This design comes from an exercise in tuning for small area, a short achievable clock period and few clock cycles per item on the open sky130 flow, not from production work.
Function was checked by simulation only, so behaviour that the tests miss may differ from the original.
No activity file was given, so power comes from the tool's default toggle rates.

==> flow/design.v (outline; a module is shown in full before it is edited, if it fits) <==
// module dot9: 3712 lines
// module cnn_top: 346 lines
module cnn_top
(
    input  logic        clk,
    input  logic        reset,
    input  logic        load_req,
    input  logic [15:0] load_cmd,        
    output logic        load_ack,
    input  logic        run_req,
    output logic        run_ack,
    output logic [81:0] result           
);
  // ...
==> flow/run.sh <==
#!/bin/bash
# synth_recipe.tcl (not shown) runs the flow's synth.tcl, then flattens the netlist and writes it again
# the make line also repeats each setting of config.mk as NAME=value (left out here)
make -C /OpenROAD-flow-scripts/flow DESIGN_CONFIG=/design/flow/config.mk WORK_HOME=/design/flow/orfs CLKGATE_MAP_FILE= SYNTH_SCRIPT=/design/flow/synth_recipe.tcl finish
==> flow/config.mk <==
export PLATFORM = sky130hd
export DESIGN_NAME = cnn_top
export DESIGN_NICKNAME = cnn_top
export VERILOG_FILES = /design/flow/design.v
export SDC_FILE = /design/flow/constraint.sdc
export NUM_CORES = 4
export LEC_CHECK = 0
export CAP_MARGIN = 20
export CORE_MARGIN = 2
export CORE_UTILIZATION = 40
export SLEW_MARGIN = 20
==> flow/constraint.sdc <==
create_clock -name core_clock -period 10.0 [get_ports {clk}]
set_input_delay 2.0000 -clock core_clock [delete_from_list [all_inputs] [get_ports {clk}]]
set_output_delay 2.0000 -clock core_clock [all_outputs]
set_load 0.01 [all_outputs]
==> results.txt, run 1 <==
main combinational cell family by area after synthesis=adder cells; share of the clock period used by the worst path after layout=0.5247; smallest hold slack=322.1 ps; category of the critical setup timing path=reg -> reg; cells along the critical path=buf_12 > mux2i_1 > nor2_1 > fa_1 > inv_1 > fa_1 > inv_1 > fa_1 > fa_1; multi-input gate area in the final layout=31370 sq um; Hold Path Depth=0; Final Instance Count excl. Fillers=7483; total power consumption of the routed design=17770 uW; Max Clock Skew=47.34 ps; buffers from clock root to sink, at most=3; power consumed by sequential cells=6620 uW; launch point of the worst reg-to-reg path=dsel[0]; first-pass GRT wire length=299.8 mm; cell kind with the greatest summed area=multi-input combinational cells; Detailed Route Iter0 Violations=3827; Crit. path cell count=9; run status=finished clean; M1 GR Usage=0.3697; synthesized instance count=5278; hold-fix buffer count after cts=0; number of flip-flops in the largest register=512; fraction of power spent switching nets=0.3660; CP top delay family=adder cells; complex-gate fraction of the synthesized area=0.04577; Post-CTS Setup Inserts=0; signal arrival time at the worst endpoint=5900 ps; number of top-level design ports=104; largest net degree at the start of global routing=~130; Die Y=400.1 microns; largest incremental delay on the critical path=1010 ps; Critical Path Source Type=register; Max VDD drop=0.1738 mV; #MultiIn Comb=just over 3000; number of global-route vias before repair=40372; power attributed to combinational cells=5720 uW
Testbench counts, summed over its fixed seeds: cycles 12,024, items 64.
==> run 2, diff against run 1 <==
==> flow/flow/run.sh (new file) <==
#!/bin/bash
# The standard layout, with timing repair aiming at 6.5 ns of setup slack
# against the design's 10 ns clock (a 3.5 ns critical path) instead of 0.
set -euo pipefail
bash standard.sh SETUP_SLACK_MARGIN=6.5 finish > standard_flow.log 2>&1
==> flow/standard.sh (new file) <==
#!/bin/bash
# synth_recipe.tcl (not shown) runs the flow's synth.tcl, then flattens the netlist and writes it again
# the make line also repeats each setting of config.mk as NAME=value (left out here)
make -C /OpenROAD-flow-scripts/flow DESIGN_CONFIG=/design/flow/config.mk WORK_HOME=/design/flow/orfs CLKGATE_MAP_FILE= SYNTH_SCRIPT=/design/flow/synth_recipe.tcl "${@:-finish}"
removed: flow/run.sh
==> run 2 against run 1 <==
Critical path depth stayed put; non-clock buffer count up 168; power grew 5.8%; sequential power about the same; cell area up 6.6%; cell count is 2.3% higher; utilization is 3.0 points higher; sequential share of layout area shrank 2.4 points; largest cell class unchanged; largest power group is now combinational logic.
==> results.txt, run 2 <==
DRC viols=0 (unchanged); via count=41758 (was 40340); routed wirelength normalized by instance count=27.81 microns (was 28.09 microns); most common cell after layout, fill and taps aside=dfxtp_1 (unchanged); core area=156000 sq um (unchanged); WP buf/inv=2 (was 3); fraction of layout cells with a size suffix above 1=0.3659 (was 0.2389); final global-route overflow total=0 (unchanged); Num CTS Buffers=141 (unchanged); total power consumption of the routed design=18800 uW (was 17770 uW); syn_area_per_cell=11.89 sq um (unchanged); Cell Area, Synth=62760 sq um (unchanged); number of antenna violations at the first check in global routing=5 (was 7); portion of the post-synthesis area used by sequential elements=0.4498 (unchanged); number of flip-flops in the largest register=512 (unchanged); Die X-Extent=400.1 microns (unchanged); cells along the critical path=buf_12 > a222oi_1 > and3_4 > or2_2 > fa_1 > fa_2 > inv_2 > fa_2 > fa_1 (was buf_12 > mux2i_1 > nor2_1 > fa_1 > inv_1 > fa_1 > inv_1 > fa_1 > fa_1); most common cell in the synthesized netlist=dfxtp_1 (unchanged); Fin. Hold Viols=0 (unchanged); transition time at the pin with the least slew margin=1097 ps (was 1165 ps); Clock transition at path regs=60 ps (about the same); CP top delay family=adder cells (unchanged); Detailed Route Iter0 Violations=4338 (was 3827); Max-slew headroom=0.2679 (was 0.2011); clock tree from TritonCTS=done (unchanged); setup repair after global routing missed its margin=yes (was no); HPWL Detailed=157.7 mm (was 160.9 mm); Die Y=400.1 microns (unchanged); Critical Path Source Type=register (unchanged); num rows=145 (unchanged); CTS H-tree lvls=4 (unchanged); share of the clock period used by the worst path after layout=0.4156 (was 0.5247); number of input and output port buffers inserted=103 (unchanged); Max Clock Freq=240.6 MHz (was 190.6 MHz); part of the power in combinational logic=0.367 (was 0.322); utilization after layout=0.4838 (was 0.4540); commonest cells after routing, fill and taps aside=dfxtp_1, mux2_2, inv_1 (unchanged); signal arrival time at the worst endpoint=4800 ps (was 5900 ps); Die Footprint=160100 sq um (unchanged); count of flip-flops with a built-in enable after synthesis=174 (unchanged); Switching Power=6804 uW (was 6503 uW); Layout area overhead=20.26% (was 12.86%); pwr dens=249.0 nW/um^2 (was 250.9 nW/um^2); total iterations of the first detailed-routing run=9 (unchanged); first-pass GRT wire length=303.8 mm (was 299.8 mm); largest registers=img: 512 flops, wts: 288 flops, scores: 80 flops (unchanged); share of total power in the clock network=0.282 (was 0.306); Req. time, crit path=10640 ps (was 10650 ps); run status=finished clean (unchanged); Antenna Violating Nets Remaining=0 (unchanged); cell taking the most area after synthesis=dfxtp_1 (unchanged); Min Clock Period, post-route=4156 ps (was 5247 ps); buffers from clock root to sink, at most=3 (unchanged); number of global-route vias before repair=42002 (was 40372); cell area after layout=75480 sq um (was 70830 sq um); hold-fix buffer count after cts=0 (unchanged); register ranked first by flip-flop count=img (unchanged); placed instance area=66240 sq um (was 65910 sq um); count of cell types in the netlist=77 (unchanged); setup tns final=0 ps (unchanged); top post-synthesis cells by area=dfxtp_1, fa_1, mux2_2, edfxtp_1, inv_1 (unchanged); fraction of power spent switching nets=0.3620 (was 0.3660); smallest hold slack=321.5 ps (was 322.1 ps); routability-driven placement congestion ratio=0.9955 (was 0.9733); category of the critical setup timing path=reg -> reg (unchanged); source-to-sink clock delay at the later pin of the worst-skew pair=800 ps (was 810 ps); synthesized instance count=5278 (unchanged); Total Routed Length=212.8 mm (was 210.2 mm); Seq pwr share=0.351 (was 0.372); Synth Net Count=5910 (unchanged); final net count=6110 (was 5942); synthesis-stage register bit count=1312 (unchanged); area share of the largest cell type after synthesis=0.3486 (unchanged); largest incremental delay on the critical path=620 ps (was 1010 ps); number of top-level design ports=104 (unchanged); Max Cap Violations=0 (unchanged); cell types with the highest counts after synthesis=dfxtp_1, mux2_2, inv_1 (unchanged); All-Layer GR Usage=0.2657 (was 0.2640); kind of end point of the critical path=register (unchanged); internal power of the cells=11990 uW (was 11270 uW); worst hold path type=reg -> reg (unchanged); largest net degree at the start of global routing=81 (was 126); final-report setup violation count=0 (unchanged); crit path max-delay cell type=fa_2 (was mux2i_1); Root Driver=clkbuf_16 (unchanged); clk sink count=1312 (unchanged); Slew Viols, Final=0 (unchanged); crit path max fanout=8 (was 125); Max VDD drop=0.1908 mV (was 0.1738 mV); ys flop type=dfxtp_1 (unchanged); yosys synthesis warning count=9 (unchanged); Starting Density=0.4023 (unchanged); Max Clock Skew=32.20 ps (was 47.34 ps); via density per instance=5.456 (was 5.391); static leakage=0.03134 uW (was 0.02997 uW); share of flip-flops with an asynchronous set or reset after synthesis=0.03430 (unchanged)
-- run 2: layer usage --
layer	global-route usage	vias to the layer above	routed length, microns
li1	-	17991	-
met1	0.3654	21413	91890
met2	0.3991	1920	92720
met3	0.06034	434	18500
met4	0.1192	0	9728
met5	0	-	0
-- run 2: cells by family (layout without fill, tap and decap cells) --
family,count (synthesis),in the layout,synth area share
flops,1312,1312,0.4498
simple gates,1106,1106,0.08702
other cells,0,1,0
compound gates,379,379,0.04577
fa+ha+maj,612,612,0.1873
mux,978,978,0.1737
xor+xnor,24,24,0.003827
buf+inv,867,1184,0.05255
-- run 2: power by group through the flow --
stage	Clock (uW)	Sequential (uW)	Combinational (uW)
6_report	5290	6600	6900
5_1_grt	5630	6640	7480
4_1_cts	5410	6580	6450
3_5_place_dp	0	6730	5550
3_3_place_gp	0	6720	5410
2_1_floorplan	0	6390	3730
-- run 2: stage by stage --
stage	setup WS [ps]	instances
2_1_floorplan	6278	5278
3_3_place_gp	4640	7214
3_5_place_dp	4555	7216
4_1_cts	5976	7590
5_1_grt	5831	7653
6_report	5844	7654
-- run 2: path summary, 6_finish.rpt --
check                        start           end  slack (ps)  cells after the start
max                        dsel[0]  u_dot9.q1_42        5840                      9
min                        g[1][3]       g[2][3]         320                      0
max reg2reg                dsel[0]  u_dot9.q1_42        5840                      9
min reg2reg                g[1][3]       g[2][3]         320                      0
max in group asynchronous    reset       dsel[0]        8120                      2
min in group asynchronous    reset            wv        1330                      2
-- run 2: what timing repair did --
action / 4_1_cts / 5_1_grt
gates resized for setup: 600 / 270
cloned: 12 / 3
pin swaps: 128 / 128
buffers inserted: 102 / 60
endpoints found under the setup margin: 1094 / 574
-- run 2: cell type report --
class	count	area [sq um]
clock inverter	55	563.0
antenna	1	2.502
timing repair buffer	329	3706
clock buffer	205	4210
multi-input combinational	3099	33900
sequential	1312	28280
tap	2058	2575
inverter	595	2240
fill	13896	80540
==> module cnn_top, before the edit <==
module cnn_top
(
    input  logic        clk,
    input  logic        reset,
    input  logic        load_req,
    input  logic [15:0] load_cmd,        
    output logic        load_ack,
    input  logic        run_req,
    output logic        run_ack,
    output logic [81:0] result           
);
    logic [2:0] ph;
    always_ff @(posedge clk or negedge reset)
    begin
        if (!reset)
        begin
            ph <= '0;
        end
        else
        begin
            ph <= ph + 3'd1;
        end
    end
    logic       running;         
    logic       busy;
    assign busy = run_req || running || run_ack;
    logic        take;
    logic        wv;             
    logic [15:0] cmd_q;
    assign take = load_req && !load_ack && !busy;
    always_ff @(posedge clk or negedge reset)
    begin
        if (!reset)
        begin
            load_ack <= 1'b0;
            wv       <= 1'b0;
        end
        else
        begin
            wv <= take;
            if (take)
            begin
                load_ack <= 1'b1;
            end
            else if (!load_req)
            begin
                load_ack <= 1'b0;
            end
        end
    end
    always_ff @(posedge clk)
    begin
        cmd_q <= load_cmd;
    end
    logic [1:0] w_tgt;
    logic [5:0] w_addr;
    logic [7:0] w_data;
    logic [2:0] w_islot;         
    logic [1:0] w_cls;           
    logic [3:0] w_k;             
    logic [1:0] w_wslot;         
    assign w_tgt   = cmd_q[15:14];
    assign w_addr  = cmd_q[13:8];
    assign w_data  = cmd_q[7:0];
    assign w_islot = w_addr[2:0] - ph - 3'd1;
    always_comb
    begin
        w_cls = 2'd0;
        w_k   = 4'd0;
        for (int q = 0; q < 4; q++)
        begin
            for (int k = 0; k < 9; k++)
            begin
                if (w_addr == 6'(9*q + k))
                begin
                    w_cls = 2'(q);
                    w_k   = 4'(k);
                end
            end
        end
    end
    assign w_wslot = w_cls - ph[1:0] - 2'd1;
    logic [511:0] img;           
    always_ff @(posedge clk)
    begin
        for (int r = 0; r < 8; r++)
        begin
            for (int s = 0; s < 8; s++)
            begin
                if (wv && w_tgt == 2'd0 && w_addr[5:3] == 3'(r) && w_islot == 3'(s))
                begin
                    img[(8*r+s)*8 +: 8] <= w_data;
                end
                else
                begin
                    img[(8*r+s)*8 +: 8] <= img[(8*r+(s+1)%8)*8 +: 8];
                end
            end
        end
    end
    logic [71:0]  filt;          
    logic [287:0] wts;           
    always_ff @(posedge clk)
    begin
        for (int k = 0; k < 9; k++)
        begin
            if (wv && w_tgt == 2'd1 && w_addr == 6'(k))
            begin
                filt[k*8 +: 8] <= w_data;
            end
        end
        for (int s = 0; s < 4; s++)
        begin
            for (int k = 0; k < 9; k++)
            begin
                if (wv && w_tgt == 2'd2 && w_addr < 6'(36)
                    && w_wslot == 2'(s) && w_k == 4'(k))
                begin
                    wts[(9*s+k)*8 +: 8] <= w_data;
                end
                else
                begin
                    wts[(9*s+k)*8 +: 8] <= wts[(9*((s+1)%4)+k)*8 +: 8];
                end
            end
        end
    end
    localparam int DLAT = 3;
    logic       sweep;           
    logic [5:0] rsel [0:2];      
    logic [5:0] nwin;            
    logic       tail;            
    logic [3:0] tcnt;
    logic [2:0] dsel;            
    logic       issue;
    logic       start;
    logic       start_q;
    logic [1:0] gi;
    logic [1:0] gj;
    logic [3:0] grp;
    assign issue = sweep && !(ph[2] && ph[1]);   
    assign start = !running && !run_ack && run_req;
    always_comb
    begin
        gi = 2'd0;
        for (int i = 0; i < 6; i++)
        begin
            if (rsel[0][i])
            begin
                gi = 2'(i / 2);
            end
        end
        gj  = ph[2:1];
        grp = 4'(gi) * 4'd3 + 4'(gj);
    end
    always_ff @(posedge clk or negedge reset)
    begin
        if (!reset)
        begin
            running <= 1'b0;
            run_ack <= 1'b0;
            sweep   <= 1'b0;
            for (int r = 0; r < 3; r++)
            begin
                rsel[r] <= '0;
            end
            nwin    <= '0;
            tail    <= 1'b0;
            tcnt    <= '0;
            dsel    <= '0;
            start_q <= 1'b0;
        end
        else
        begin
            start_q <= start;
            if (start)
            begin
                running <= 1'b1;
                sweep   <= 1'b1;
                for (int r = 0; r < 3; r++)
                begin
                    rsel[r] <= 6'b000001;
                end
                nwin    <= '0;
            end
            if (sweep)
            begin
                if (ph == 3'd7)
                begin
                    for (int r = 0; r < 3; r++)
                    begin
                        rsel[r] <= {rsel[r][4:0], rsel[r][5]};
                    end
                end
                if (issue)
                begin
                    nwin <= nwin + 6'd1;
                    if (nwin == 6'd35)
                    begin
                        sweep <= 1'b0;
                        for (int r = 0; r < 3; r++)
                        begin
                            rsel[r] <= '0;
                        end
                        tail  <= 1'b1;
                        tcnt  <= '0;
                    end
                end
            end
            if (tail)
            begin
                tcnt <= tcnt + 4'd1;
                dsel <= {3{tcnt >= 4'(DLAT - 1) && tcnt <= 4'(DLAT + 2)}};
                if (tcnt == 4'(2*DLAT + 3))
                begin
                    tail    <= 1'b0;
                    running <= 1'b0;
                    run_ack <= 1'b1;
                end
            end
            if (run_ack && !run_req)
            begin
                run_ack <= 1'b0;
            end
        end
    end
    logic [71:0] feat;           
    logic [71:0] opa;
    logic [71:0] opb;
    always_comb
    begin
        for (int r = 0; r < 3; r++)
        begin
            for (int c = 0; c < 3; c++)
            begin
                opa[(3*r+c)*8 +: 8] = dsel[r] ? feat[(3*r+c)*8 +: 8] : 8'd0;
                for (int i = 0; i < 6; i++)
                begin
                    opa[(3*r+c)*8 +: 8] = opa[(3*r+c)*8 +: 8]
                        | (rsel[r][i] ? img[(8*(i+r)+c)*8 +: 8] : 8'd0);
                end
                opb[(3*r+c)*8 +: 8] = dsel[r] ? wts[(3*r+c)*8 +: 8] : filt[(3*r+c)*8 +: 8];
            end
        end
    end
    logic signed [19:0] sum;
    dot9 u_dot9 (.clk(clk), .a(opa), .b(opb), .sum(sum));
    logic       cv [1:DLAT];     
    logic       dv [1:DLAT];     
    logic [3:0] g [1:DLAT];
    logic [1:0] q [1:DLAT];
    logic       f [1:DLAT];      
    always_ff @(posedge clk or negedge reset)
    begin
        if (!reset)
        begin
            for (int i = 1; i <= DLAT; i++)
            begin
                cv[i] <= 1'b0;
                dv[i] <= 1'b0;
            end
        end
        else
        begin
            cv[1] <= issue;
            dv[1] <= dsel[0];
            for (int i = 2; i <= DLAT; i++)
            begin
                cv[i] <= cv[i-1];
                dv[i] <= dv[i-1];
            end
        end
    end
    always_ff @(posedge clk)
    begin
        g[1] <= grp;
        q[1] <= ph[1:0];         
        f[1] <= dsel[0] && !dv[1];
        for (int i = 2; i <= DLAT; i++)
        begin
            g[i] <= g[i-1];
            q[i] <= q[i-1];
            f[i] <= f[i-1];
        end
    end
    logic [7:0]  relu;
    logic [7:0]  fcur;
    logic        upd;
    always_comb
    begin
        if (sum[19])
        begin
            relu = 8'd0;
        end
        else if (|sum[18:8])
        begin
            relu = 8'd255;
        end
        else
        begin
            relu = sum[7:0];
        end
        fcur = 8'd0;
        for (int i = 0; i < 9; i++)
        begin
            if (g[DLAT] == 4'(i))
            begin
                fcur = feat[i*8 +: 8];
            end
        end
        upd = cv[DLAT] && relu > fcur;
    end
    logic signed [19:0] scores [0:3];
    logic signed [19:0] best;
    logic [1:0]         win_class;
    always_ff @(posedge clk)
    begin
        for (int i = 0; i < 9; i++)
        begin
            if (start_q)
            begin
                feat[i*8 +: 8] <= 8'd0;
            end
            else if (upd && g[DLAT] == 4'(i))
            begin
                feat[i*8 +: 8] <= relu;
            end
        end
        if (dv[DLAT])
        begin
            for (int c = 0; c < 4; c++)
            begin
                if (q[DLAT] == 2'(c))
                begin
                    scores[c] <= sum;
                end
            end
            if (f[DLAT] || sum > best || (sum == best && q[DLAT] < win_class))
            begin
                best      <= sum;
                win_class <= q[DLAT];
            end
        end
    end
    assign result = {win_class, scores[3], scores[2], scores[1], scores[0]};
endmodule
==> run 3, diff against run 2 <==
--- a/flow/design.v
+++ b/flow/design.v
@@ -3740,4 +3740,8 @@
     logic        take;
     logic        wv;             
+    logic        wv2;            
+    logic        we_img;         
+    logic        we_wts;         
+    logic        we_flt;         
     logic [15:0] cmd_q;
     assign take = load_req && !load_ack && !busy;
@@ -3748,8 +3752,10 @@
             load_ack <= 1'b0;
             wv       <= 1'b0;
+            wv2      <= 1'b0;
         end
         else
         begin
-            wv <= take;
+            wv  <= take;
+            wv2 <= wv;
             if (take)
             begin
@@ -3764,5 +3770,8 @@
     always_ff @(posedge clk)
     begin
-        cmd_q <= load_cmd;
+        if (take)
+        begin
+            cmd_q <= load_cmd;
+        end
     end
     logic [1:0] w_tgt;
@@ -3794,4 +3803,8 @@
     end
     assign w_wslot = w_cls - ph[1:0] - 2'd1;
+    assign we_img = (wv || wv2) && w_islot[0] && w_tgt == 2'd0;
+    assign we_wts = (wv || wv2) && w_wslot[0] && w_tgt == 2'd2
+                    && w_addr < 6'(36);
+    assign we_flt = wv && w_tgt == 2'd1;
     logic [511:0] img;           
     always_ff @(posedge clk)
@@ -3801,5 +3814,5 @@
             for (int s = 0; s < 8; s++)
             begin
-                if (wv && w_tgt == 2'd0 && w_addr[5:3] == 3'(r) && w_islot == 3'(s))
+                if (s % 2 == 1 && we_img && w_addr[5:3] == 3'(r) && w_islot == 3'(s))
                 begin
                     img[(8*r+s)*8 +: 8] <= w_data;
@@ -3818,5 +3831,5 @@
         for (int k = 0; k < 9; k++)
         begin
-            if (wv && w_tgt == 2'd1 && w_addr == 6'(k))
+            if (we_flt && w_addr == 6'(k))
             begin
                 filt[k*8 +: 8] <= w_data;
@@ -3827,6 +3840,5 @@
             for (int k = 0; k < 9; k++)
             begin
-                if (wv && w_tgt == 2'd2 && w_addr < 6'(36)
-                    && w_wslot == 2'(s) && w_k == 4'(k))
+                if (s % 2 == 1 && we_wts && w_wslot == 2'(s) && w_k == 4'(k))
                 begin
                     wts[(9*s+k)*8 +: 8] <= w_data;
==> run 3 against run 2 <==
Critical endpoint is now u_dot9.q1_109; cell count shrank 7.3%; clock-buffer cell count shrank 10; via count shrank 7.9%; first-iteration DRC count grew 6.5%; sequential power shrank 2%.
==> results.txt, run 3 <==
via density per instance=5.423 (was 5.456); buffers from clock root to sink, at most=3 (unchanged); signal arrival time at the worst endpoint=4750 ps (was 4800 ps); Detailed Route Iter0 Violations=4621 (was 4338); Fin. Hold Viols=0 (unchanged); clk sink count=1313 (was 1312); first-pass GRT wire length=280.6 mm (was 303.8 mm); routed wirelength normalized by instance count=27.86 microns (was 27.81 microns); Critical Path Source Type=register (unchanged); final-report setup violation count=0 (unchanged); synthesis-stage register bit count=1313 (was 1312); number of input and output port buffers inserted=103 (unchanged); final net count=5701 (was 6110); Max VDD drop=0.1675 mV (was 0.1908 mV); cell types with the highest counts after synthesis=dfxtp_1, inv_1, fa_1 (was dfxtp_1, mux2_2, inv_1); Die X-Extent=384.1 microns (was 400.1 microns); run status=finished clean (unchanged); total iterations of the first detailed-routing run=9 (unchanged); DP Cell Count=6612 (was 7216); kind of end point of the critical path=register (unchanged); portion of the post-synthesis area used by sequential elements=0.4918 (was 0.4498); reg2reg path depth=11 (was 9); pwr dens=259.4 nW/um^2 (was 249.0 nW/um^2); via count=38465 (was 41758); DRC viols=0 (unchanged); Clock transition at path regs=70 ps (was 60 ps); area share of the largest cell type after synthesis=0.3731 (was 0.3486); Max Clock Freq=244.5 MHz (was 240.6 MHz); Slew Viols, Final=0 (unchanged); Setup crit start=dsel[0] (unchanged); commonest cells after routing, fill and taps aside=dfxtp_1, inv_1, mux2_2 (was dfxtp_1, mux2_2, inv_1); number of antenna violations at the first check in global routing=13 (was 5); most common cell in the synthesized netlist=dfxtp_1 (unchanged); Hold Path Depth=0 (unchanged); setup tns final=0 ps (unchanged); Num CTS Buffers=140 (was 141); Die Footprint=147500 sq um (was 160100 sq um); Die Y=384.1 microns (was 400.1 microns); setup slack at placement=4776 ps (was 4555 ps); placed instance area=61200 sq um (was 66240 sq um); All-Layer GR Usage=0.2678 (was 0.2657); source-to-sink clock delay at the later pin of the worst-skew pair=800 ps (about the same); worst hold path type=reg -> reg (unchanged); number of flip-flops in the largest register=512 (unchanged); synthesized instance count=4771 (was 5278); total power consumption of the routed design=18350 uW (was 18800 uW); largest net degree at the start of global routing=81 (unchanged); core area=143500 sq um (was 156000 sq um); most common cell after layout, fill and taps aside=dfxtp_1 (unchanged); Min Clock Period, post-route=4090 ps (was 4156 ps); HPWL Detailed=140.3 mm (was 157.7 mm); Max Clock Skew=46.54 ps (was 32.20 ps); Final Instance Count excl. Fillers=7093 (was 7654); crit path max fanout=10 (was 8); clock tree from TritonCTS=done (unchanged); Layout area overhead=22.46% (was 20.26%); routability-driven placement congestion ratio=1.013 (was 0.9955); syn_area_per_cell=12.11 sq um (was 11.89 sq um); top post-synthesis cells by area=dfxtp_1, fa_1, edfxtp_1, mux2_2, inv_1 (was dfxtp_1, fa_1, mux2_2, edfxtp_1, inv_1); number of global-route vias before repair=38898 (was 42002); cell taking the most area after synthesis=dfxtp_1 (unchanged); setup repair after global routing missed its margin=yes (unchanged); Starting Density=0.4027 (was 0.4023); Max Cap Violations=0 (unchanged); transition time at the pin with the least slew margin=1094 ps (was 1097 ps); cell area after layout=70760 sq um (was 75480 sq um); count of flip-flops with a built-in enable after synthesis=190 (was 174); category of the critical setup timing path=reg -> reg (unchanged); number of top-level design ports=104 (unchanged); static leakage=0.02899 uW (was 0.03134 uW); launch point of the worst reg-to-reg path=dsel[0] (unchanged); hold wc startpoint=g[2][1] (was g[1][3]); Cell Area, Synth=57780 sq um (was 62760 sq um); Synth Net Count=5403 (was 5910); count of cell types in the netlist=75 (was 77); Antenna Violating Nets Remaining=0 (unchanged); register ranked first by flip-flop count=img (unchanged); num rows=139 (was 145); yosys synthesis warning count=9 (unchanged); Total Routed Length=197.6 mm (was 212.8 mm); slack of the critical path=5910 ps (was 5844 ps); Root Driver=clkbuf_16 (unchanged); CTS H-tree lvls=4 (unchanged); fraction of layout cells with a size suffix above 1=0.3219 (was 0.3659); ys flop type=dfxtp_1 (unchanged); share of flip-flops with an asynchronous set or reset after synthesis=0.03503 (was 0.03430); share of the clock period used by the worst path after layout=0.4090 (was 0.4156); Max-slew headroom=0.2656 (was 0.2679); Req. time, crit path=10660 ps (was 10640 ps); final global-route overflow total=0 (unchanged); largest registers=img: 512 flops, wts: 288 flops, scores: 80 flops (unchanged)
## run 3: cell types whose count changed in the layout (fill, tap and decap cells not counted), sizes merged, moves of 11 or more
cell | before | now
clkbuf | 209 | 197
dfxtp | 1093 | 1077
o21ai | 30 | 45
nand2 | 177 | 155
inv | 604 | 615
or2 | 99 | 84
nor2 | 455 | 436
mux2 | 826 | 423
edfxtp | 174 | 190
buf | 222 | 267
## run 3: cells by family after synthesis
kind of cell,after synthesis,share of synthesized area
buffers and inverters,819,0.05331
xor gates and xnor gates,23,0.003486
DFF,1313,0.4918
and+or+nand+nor,1022,0.08501
muxes,578,0.1110
adders and majority gates,612,0.2035
AOI/OAI and AO/OA,404,0.05195
## run 3: area by class of cell
type | instances | area [sq um]
clock inverter | 63 | 714.4
antenna | 5 | 12.51
tap | 1903 | 2381
sequential | 1313 | 28430
fill | 12592 | 72720
timing repair buffer | 373 | 4121
multi-input combinational | 2639 | 28890
clock buffer | 195 | 3954
inverter | 602 | 2260
## run 3: where the power goes
part	total (uW)	internal [uW]	switching [uW]
registers	6500	6010	489
logic	6650	2720	3930
clock network	5200	2970	2230
total	18400	11700	6650
## run 3: layer usage
metal | global-route usage | share of wire | wire, microns
met1 | 0.3551 | 0.40 | 79480
met2 | 0.3965 | 0.43 | 84320
met3 | 0.07851 | 0.11 | 21030
met4 | 0.1387 | 0.065 | 12790
met5 | 0 | 0.000066 | 13
## run 3: metrics by stage
step | hold WS, ps | util
after floorplan | 309.6 | -
after global placement | 309.6 | 0.4258
after detailed placement | 312.1 | 0.4265
after CTS | 297.0 | 0.4834
after global routing | 309.4 | 0.4931
final | 305.4 | 0.4932
## run 3: what timing repair did
item,4_1_cts,5_1_grt
setup endpoints to repair,547,290
hold buffers,0,0
buffers inserted,140,62
cloned,14,2
pin swaps,125,173
gates resized for setup,661,290
## run 3: worst max-delay path, stage by stage (launching register included)
cell      delay, ps
dfrtp_4         530
buf_6           150
buf_12          140
a222oi_1        500
and3_4          410
buf_6           140
or2_2           100
fa_1            460
fa_1            520
inv_2            50
fa_1            510
fa_2            440
## run 3: worst paths after layout
path | endpoint | slack, ps
worst max-delay path | u_dot9.q1_109 | 5910
worst min-delay path | g[3][1] | 310
worst max register to register | u_dot9.q1_109 | 5910
worst min register to register | g[3][1] | 310
max in group asynchronous | dsel[0] | 7980
min in group asynchronous | load_ack | 1350
Testbench counts of run 3, summed over its fixed seeds: cycles 12,024, items 64.

[re-timing with driven ports]
No port has a modelled driver above. Below, the same layouts with a new extraction and two added sets of constraints. Step 1 (the two cells are an assumption about what drives the block):
set clk [get_ports {clk}]
set_driving_cell -lib_cell sky130_fd_sc_hd__clkbuf_16 $clk
set_driving_cell -lib_cell sky130_fd_sc_hd__buf_2 [delete_from_list [all_inputs] $clk]
Step 2 also shifts input and output timing later by t, the mid clock arrival at the registers, as if the neighbouring blocks saw the same clock. Slacks: no drivers / after step 1 / after step 2; pairs: no drivers / after step 1.
run	t, ns	slack for setup (ns)	worst register clock-pin slew, ns	pins driven straight from the clock port
run 1	0.865	4.753 / 4.753 / 4.753	0.07 / 0.07	1
run 2	0.861	5.844 / 5.844 / 5.844	0.07 / 0.07	1
run 3	0.851	5.910 / 5.910 / 5.910	0.07 / 0.07	1
After both steps setup and hold are still met in every run listed.
